Background: an optimization exercise with open tools, aiming at a short achievable clock period and few clock cycles. Do not read the settings as production practice.
In this exercise RTL edits were held to simulation tests only and were not proved equivalent to the original.
Power figures rest on the tool's default switching activity, not on a simulated workload.

<file path="flow/design.v">
package mipsPkg;
	localparam int IMEM_DEPTH = 64;
	localparam int DMEM_DEPTH = 64;
	typedef logic [31:0] word;
	typedef logic [4:0] regIdx;
	typedef logic [$clog2(IMEM_DEPTH)-1:0] imemAddr;
	typedef logic [$clog2(DMEM_DEPTH)-1:0] dmemAddr;
	typedef enum logic [5:0] {
		opRType = 6'h00,
		opBeq   = 6'h04,
		opBne   = 6'h05,
		opAddi  = 6'h08,
		opOri   = 6'h0d,
		opLw    = 6'h23,
		opSw    = 6'h2b
	} opcode;
	typedef enum logic [5:0] {
		fnAdd = 6'h20,
		fnSub = 6'h22,
		fnAnd = 6'h24,
		fnOr  = 6'h25,
		fnNor = 6'h27
	} funct;
	typedef enum logic [2:0] {
		aluAdd,
		aluSub,
		aluAnd,
		aluOr,
		aluNor
	} aluOp;
endpackage
`timescale 1ns/1ps
import mipsPkg::*;
module mipsProcessor (
	input  logic             clk,
	input  logic             arstN,
	input  logic             run,
	input  logic             progValid,
	output logic             progReady,
	input  mipsPkg::imemAddr progAddr,
	input  mipsPkg::word     progData,
	output logic             retireValid,
	output mipsPkg::regIdx   retireReg,
	output mipsPkg::word     retireData,
	output logic             storeValid,
	output mipsPkg::word     storeAddr,
	output mipsPkg::word     storeData
);
	localparam int UW = 47;
	function automatic logic [UW-1:0] decode(logic [5:0] pc, logic [31:0] w);
		logic [5:0] op, fn;
		logic [4:0] rs, rt, rd, dest;
		logic isR, add, sub, andOp, orOp, norOp, addi, ori, lw, sw, beq, bne;
		op = w[31:26];
		fn = w[5:0];
		rs = w[25:21];
		rt = w[20:16];
		rd = w[15:11];
		isR = op == 6'h00;
		add = isR && fn == 6'h20;
		sub = isR && fn == 6'h22;
		andOp = isR && fn == 6'h24;
		orOp = isR && fn == 6'h25;
		norOp = isR && fn == 6'h27;
		addi = op == 6'h08;
		ori = op == 6'h0d;
		lw = op == 6'h23;
		sw = op == 6'h2b;
		beq = op == 6'h04;
		bne = op == 6'h05;
		dest = (add | sub | andOp | orOp | norOp) ? rd : (addi | ori | lw) ? rt : 5'd0;
		decode = {pc + 6'd1 + w[5:0],
			(add | sub | andOp | orOp | norOp | addi | ori | lw | sw | beq | bne) ? rs : 5'd0,
			(add | sub | andOp | orOp | norOp | sw | beq | bne) ? rt : 5'd0,
			dest,
			lw && dest != 5'd0, sw, beq, bne, sub, andOp, orOp | ori, norOp,
			addi | ori | lw | sw, w[15] & !ori, w[15:0]};
	endfunction
	logic [63:0][UW-1:0] imem;
	logic loadEn;
	logic [UW-1:0] loadUop;
	assign progReady = ~run;
	assign loadEn = progValid & ~run;
	assign loadUop = decode(progAddr, progData);
	always_ff @(posedge clk) begin
		for (int i = 0; i < 64; i++) begin
			if (loadEn && progAddr == 6'(i)) begin
				imem[i] <= loadUop;
			end
		end
	end
	logic [UW-1:0] ir, seqUop, tgtUop, uop0, nxtUop;
	logic [5:0] seqPc, tgtPc, nxtSeqPc;
	logic stall, taken;
	assign seqUop = imem[seqPc];
	assign tgtUop = imem[tgtPc];
	assign uop0 = (loadEn && progAddr == 6'd0) ? loadUop : imem[0];
	assign nxtUop = (tgtUop & {UW{taken}}) | (seqUop & {UW{~taken}});
	assign nxtSeqPc = ((tgtPc + 6'd1) & {6{taken}}) | ((seqPc + 6'd1) & {6{~taken}});
	logic [5:0] uTgt;
	logic [4:0] rs, rt, dest;
	logic isLw, isSw, isBeq, isBne, isSub, isAnd, isOr, isNor, useImm, immHi;
	logic [15:0] imm;
	assign {uTgt, rs, rt, dest, isLw, isSw, isBeq, isBne, isSub, isAnd, isOr, isNor, useImm, immHi, imm} = ir;
	logic [31:1][31:0] rf;
	logic [31:0][31:0] rfv;
	assign rfv = {rf, 32'h0};
	logic memRegWrite, memRead, memWrite;
	logic [4:0] memDest;
	logic [31:0] memResult, memStoreData;
	logic fwdA, fwdB;
	logic [31:0] a, b, opB, sum, diff, result;
	logic equal, exec;
	assign a = fwdA ? memResult : rfv[rs];
	assign b = fwdB ? memResult : rfv[rt];
	assign opB = useImm ? {{16{immHi}}, imm} : b;
	assign sum = a + opB;
	assign diff = a - b;
	always_comb begin
		if (isSub) result = diff;
		else if (isAnd) result = a & b;
		else if (isOr) result = a | opB;
		else if (isNor) result = ~(a | b);
		else result = sum;
	end
	assign equal = a == b;
	assign taken = (isBeq && equal) || (isBne && !equal);
	assign exec = run && !stall;
	logic [4:0] nRs, nRt;
	logic aluDest, loadDest;
	assign nRs = nxtUop[40:36];
	assign nRt = nxtUop[35:31];
	assign aluDest = exec && dest != 5'd0 && !isLw;
	assign loadDest = exec && isLw;
	always_ff @(posedge clk or negedge arstN) begin
		if (!arstN) begin
			fwdA <= 1'b0;
			fwdB <= 1'b0;
			stall <= 1'b0;
		end else begin
			fwdA <= aluDest && dest == nRs;
			fwdB <= aluDest && dest == nRt;
			stall <= loadDest && (dest == nRs || dest == nRt);
		end
	end
	always_ff @(posedge clk) begin
		if (!run) begin
			ir <= uop0;
			seqPc <= 6'd1;
			tgtPc <= uop0[UW-1:UW-6];
		end else if (!stall) begin
			ir <= nxtUop;
			seqPc <= nxtSeqPc;
			tgtPc <= nxtUop[UW-1:UW-6];
		end
	end
	always_ff @(posedge clk or negedge arstN) begin
		if (!arstN) begin
			memRegWrite <= 1'b0;
			memRead <= 1'b0;
			memWrite <= 1'b0;
		end else begin
			memRegWrite <= exec && dest != 5'd0;
			memRead <= exec && isLw;
			memWrite <= exec && isSw;
		end
	end
	always_ff @(posedge clk) begin
		memDest <= dest;
		memResult <= result;
		memStoreData <= b;
	end
	assign storeValid = memWrite;
	assign storeAddr = memResult;
	assign storeData = memStoreData;
	logic [63:0][31:0] dmem;
	logic [5:0] idx;
	logic [31:0] wbData;
	assign idx = memResult[7:2];
	assign wbData = memRead ? dmem[idx] : memResult;
	always_ff @(posedge clk or negedge arstN) begin
		if (!arstN) begin
			dmem <= '0;
		end else begin
			for (int i = 0; i < 64; i++) begin
				if (memWrite && idx == 6'(i)) begin
					dmem[i] <= memStoreData;
				end
			end
		end
	end
	always_ff @(posedge clk or negedge arstN) begin
		if (!arstN) begin
			rf <= '0;
		end else begin
			for (int i = 1; i < 32; i++) begin
				if (memRegWrite && memDest == 5'(i)) begin
					rf[i] <= wbData;
				end
			end
		end
	end
	always_ff @(posedge clk or negedge arstN) begin
		if (!arstN) begin
			retireValid <= 1'b0;
		end else begin
			retireValid <= memRegWrite;
		end
	end
	always_ff @(posedge clk) begin
		retireReg <= memDest;
		retireData <= wbData;
	end
endmodule
</file>
<file path="flow/run.sh">
#!/bin/bash
# synth_recipe.tcl (not shown) runs the flow's synth.tcl, then flattens the netlist and writes it again
# the make line also repeats each setting of config.mk as NAME=value (left out here)
make -C /OpenROAD-flow-scripts/flow DESIGN_CONFIG=/design/flow/config.mk WORK_HOME=/design/flow/orfs CLKGATE_MAP_FILE= SYNTH_SCRIPT=/design/flow/synth_recipe.tcl finish
</file>
<file path="flow/config.mk">
export PLATFORM = sky130hd
export DESIGN_NAME = mipsProcessor
export DESIGN_NICKNAME = mipsProcessor
export VERILOG_FILES = /design/flow/design.v
export SDC_FILE = /design/flow/constraint.sdc
export NUM_CORES = 4
export LEC_CHECK = 0
export CAP_MARGIN = 20
export CORE_MARGIN = 2
export CORE_UTILIZATION = 28
export PLACE_DENSITY = 0.42
export SETUP_SLACK_MARGIN = 5
export SLEW_MARGIN = 20
</file>
<file path="flow/constraint.sdc">
create_clock -name core_clock -period 10.0 [get_ports {clk}]
set_input_delay 2.0000 -clock core_clock [delete_from_list [all_inputs] [get_ports {clk}]]
set_output_delay 2.0000 -clock core_clock [all_outputs]
set_load 0.01 [all_outputs]
</file>
==> metrics.csv <==
metric,value,unit
status,"complete, no violations",
r2r-start,ir[36]$_DFFE_PP_,
worst-slew-pin-transition,1262,ps
yosysUniqueCellTypes,75,
overflow,0,
ff2ff_setup_slack,4220,ps
start_util,28.05,%
hold_path.class,register to register,
dieArea,1.062,mm2
reg2reg_depth,22,
io_pins,146,
vias,167700,
viasPerCell,5.405,
critPathRequiredTime,10850,ps
synth_largest_area_cell,edfxtp_1,
ant_nets,0,
grt_util_met1,29.51,%
h-tree-depth,6,
core,1.052,mm2
end_kind,register,
avgSynthCellArea,18.34,um2
drc,0,
die_h,1.031,mm
drt_iter0_drc,16550,
grt-busiest-layer,met2,
synth_top_flop_cell,dfrtp_1,
slew_violations,0,
cts_tree,done,
holdBufCountCts,0,
final_design_area_no_fill,0.3447,mm2
cp.arrival,6630,ps
fin_tns_setup,0,ps
power.density,262.8,mW/mm2
startpoint_type,register,
synth_edf_count,3008,
peakVddDrop,0.2200,mV
grt_util_all_layers,20.99,%
slew-limit-headroom,14.97,%
clock.fmax,172.9,MHz
use_met2,34.20,%
hold_slack,467.0,ps
criticalPathCategory,register to register,
grt_first_pass_wirelength,1553,mm
fin_cells,31020,
first_global_vias,174600,
clk_latency,1190,ps
cts-root-buf,clkbuf_16,
routabilityCongestion,0.7904,
ys_warn_count,1,
timing.rr.end,ir[22]$_DFFE_PP_,
floorplan.rows,377,
crit_start,ir[36]$_DFFE_PP_,
fin_crit_sh,57.85,%
crit_fanout,7,
synthesis.nets,16310,
wl,1138,mm
finalPower,0.09061,W
leakage,126.9,nW
grt_max_degree,154,
synth_cells,16100,
finalSetupViolCount,0,
syn2layout_area_growth,16.78,%
final_nets,16490,
io_buffers,145,
ys_ff_latch,6214,
hold_end,retireReg[4]$_DFF_P_,
cts_max_path_buffers,5,
synth_seq_area_share,57.51,%
final-hold-violation-count,0,
use_met3,2.875,%
dp.cells,29340,
cts_made_buffers,743,
syn_area,0.2952,mm2
rsz0062_at_grt,true,
antenna_found_initial,112,
skew,133.7,ps
synth_top_area_share,30.60,%
die_w,1.031,mm
min_from,memDest[4]$_DFF_P_,
cts.sinks,6214,
place_area,0.3147,mm2
dr.pass1.iters,5,
drv_cap,0,
layout-drive-gt1-share,51.46,%
yosys-top-cells-area,"edfxtp_1 (31%), dfrtp_1 (26%), mux4_2 (24%)",
cts.clk_slew.worst_paths,60,ps
async_reset_ff_share,49.03,%
avgRoutedWirePerCell,36.68,um
min_path_cells,0,
place_hpwl,628.8,mm
fin_crit,5785,ps
## cells by family (layout without fill, tap and decap cells)
| group | Yosys count | in the layout | share of synthesized area (%) |
|---|---|---|---|
| xor+xnor | 73 | 73 | 0.2166 |
| other cells | 0 | 102 | 0 |
| compound gates | 710 | 710 | 1.595 |
| mux | 6464 | 6470 | 36.40 |
| fa+ha+maj | 168 | 168 | 0.7197 |
| flops | 6214 | 6214 | 57.51 |
| simple gates | 843 | 843 | 1.289 |
| buf+inv | 1623 | 2419 | 2.271 |
## worst max-delay path, stage by stage, from the launching register on
cell	delay, ps
edfxtp_1	340
buf_6	140
buf_16	150
buf_16	160
buf_16	170
mux4_2	500
mux4_2	540
mux2i_4	200
nor2_1	90
a21oi_2	230
ha_4	260
or4_4	510
nor4b_4	280
and4b_4	450
buf_4	170
buf_6	80
buf_6	80
buf_6	80
buf_12	150
mux2_8	520
nand2_2	90
o211ai_1	100
o21a_1	150
## metal layers
layer,part of all wire (%),wire (um)
met5,0.016,187
met4,2.8,31890
met3,5.1,58110
met2,48,543100
met1,44,504500
## per-stage QoR
stage	utilization [%]	setup slack, ps
floorplan	-	4497
global placement	29.88	1995
detailed placement	29.91	1931
CTS	32.65	4215
global route	32.75	4138
finish	32.76	4215
## sequential cells by signal, summed over array words and instances (netlist names), 5 cells and up
register,cells
ir,41
retireReg,5
memResult,32
dmem,2048
seqPc,6
memStoreData,32
memDest,5
tgtPc,6
rf,992
imem,3008
retireData,32
## synth_stat cells (6+ instances only)
cell      instances
a211o_1           6
a211oi_1         50
a21o_1           23
a21oi_1         190
a221oi_1         21
a22o_1           79
a22oi_1          44
a31oi_1          52
and2_1           20
and3_1           18
buf_1           370
buf_2           278
buf_4            42
buf_6            14
clkbuf_1        777
dfrtp_1        3047
dfxtp_1         159
edfxtp_1       3008
ha_1            165
inv_1           139
mux2_2         3193
mux2i_1         174
mux4_2         3097
nand2_1         272
nand2b_1         28
nand3_1          54
nand4_1          16
nor2_1          289
nor2b_1          43
nor3_1           46
nor3b_1           9
nor4_1            6
o211ai_1         28
o21a_1            8
o21ai_0         108
o21bai_1         12
o22ai_1          28
o31ai_1           7
or2_2            13
xnor2_1          54
xor2_1           19
## report_power, final
group / internal (W) / leakage, nW / switching, W
Clock: 0.0157 / 11.8 / 0.0116
Sequential: 0.0296 / 67.3 / 0.00256
Combinational: 0.0141 / 47.8 / 0.0170
## area by class of cell
| cell class | instances | area [um2] |
|---|---|---|
| clock buffers | 1037 | 20760 |
| well taps | 14020 | 17550 |
| inverters | 142 | 554.3 |
| repair buffers | 917 | 10760 |
| flip-flops and latches | 6214 | 169800 |
| multi-input cells | 8264 | 121600 |
| diodes | 102 | 255.2 |
| repair inverters | 2 | 10.01 |
| clock inverters | 321 | 3381 |
| fillers | 100700 | 707700 |
## how the worst max path moves through the flow
| stage | endpoint | depth (start not counted) |
|---|---|---|
| finish | ir[22]$_DFFE_PP_ | 22 |
| global route | stall$_DFF_PN0_ | 22 |
| CTS | stall$_DFF_PN0_ | 19 |
| detailed placement | stall$_DFF_PN0_ | 19 |
| global placement | stall$_DFF_PN0_ | 19 |
| floorplan | imem[1000]$_DFFE_PP_ | 7 |
## cell usage in the layout (no fill, tap or decap), types with 51 or more instances in the layout
| cell | instances |
|---|---|
| a21oi_1 | 130 |
| a21oi_2 | 55 |
| a22o_1 | 75 |
| buf_12 | 108 |
| buf_16 | 66 |
| buf_4 | 532 |
| clkbuf_1 | 194 |
| clkbuf_16 | 756 |
| clkbuf_8 | 94 |
| clkdlybuf4s50_1 | 126 |
| clkinv_1 | 79 |
| clkinv_2 | 130 |
| dfrtp_1 | 3044 |
| dfxtp_1 | 115 |
| diode_2 | 102 |
| edfxtp_1 | 3008 |
| ha_1 | 140 |
| inv_1 | 133 |
| mux2_2 | 3191 |
| mux2i_1 | 132 |
| mux4_2 | 3097 |
| nand2_1 | 174 |
| nand2_2 | 81 |
| nand3_1 | 51 |
| nor2_1 | 187 |
| nor2_4 | 98 |
| o21ai_0 | 72 |
## repair_timing
| action | CTS | global route |
|---|---|---|
| setup buffers | 114 | 39 |
| resized for setup | 434 | 76 |
| pin swaps | 64 | 34 |
| gates cloned | 61 | 7 |
| setup endpoints to repair | 1235 | 200 |
| endpoints found under the hold margin | 0 | 0 |
Testbench counts, summed over its fixed seeds: cycles 16,739.

[separate check: timing with driven ports]
The flow's constraints put no driver on any port. The routed layout listed below was extracted and timed again, unchanged, in two steps. Step 1: set_driving_cell puts a clkbuf_16 on clk and a buf_2 on each other input, an assumption about the parent block. Step 2 moves the port delays by t, midway between the first and last clock arrival at a register: inputs arrive t later, outputs are due t later. That takes back most of the time a late clock gives input paths. Three values: no drivers, after step 1, after step 2; two values: the first two.
t, ns: 1.277
slack for setup (ns): 4.215 / 4.215 / 3.715
worst setup path after step 2: input to register
After both steps this run still meets setup and hold. For this run, drivers alone change the setup slack by 0.000 ns; drivers and shift together by -0.500 ns.
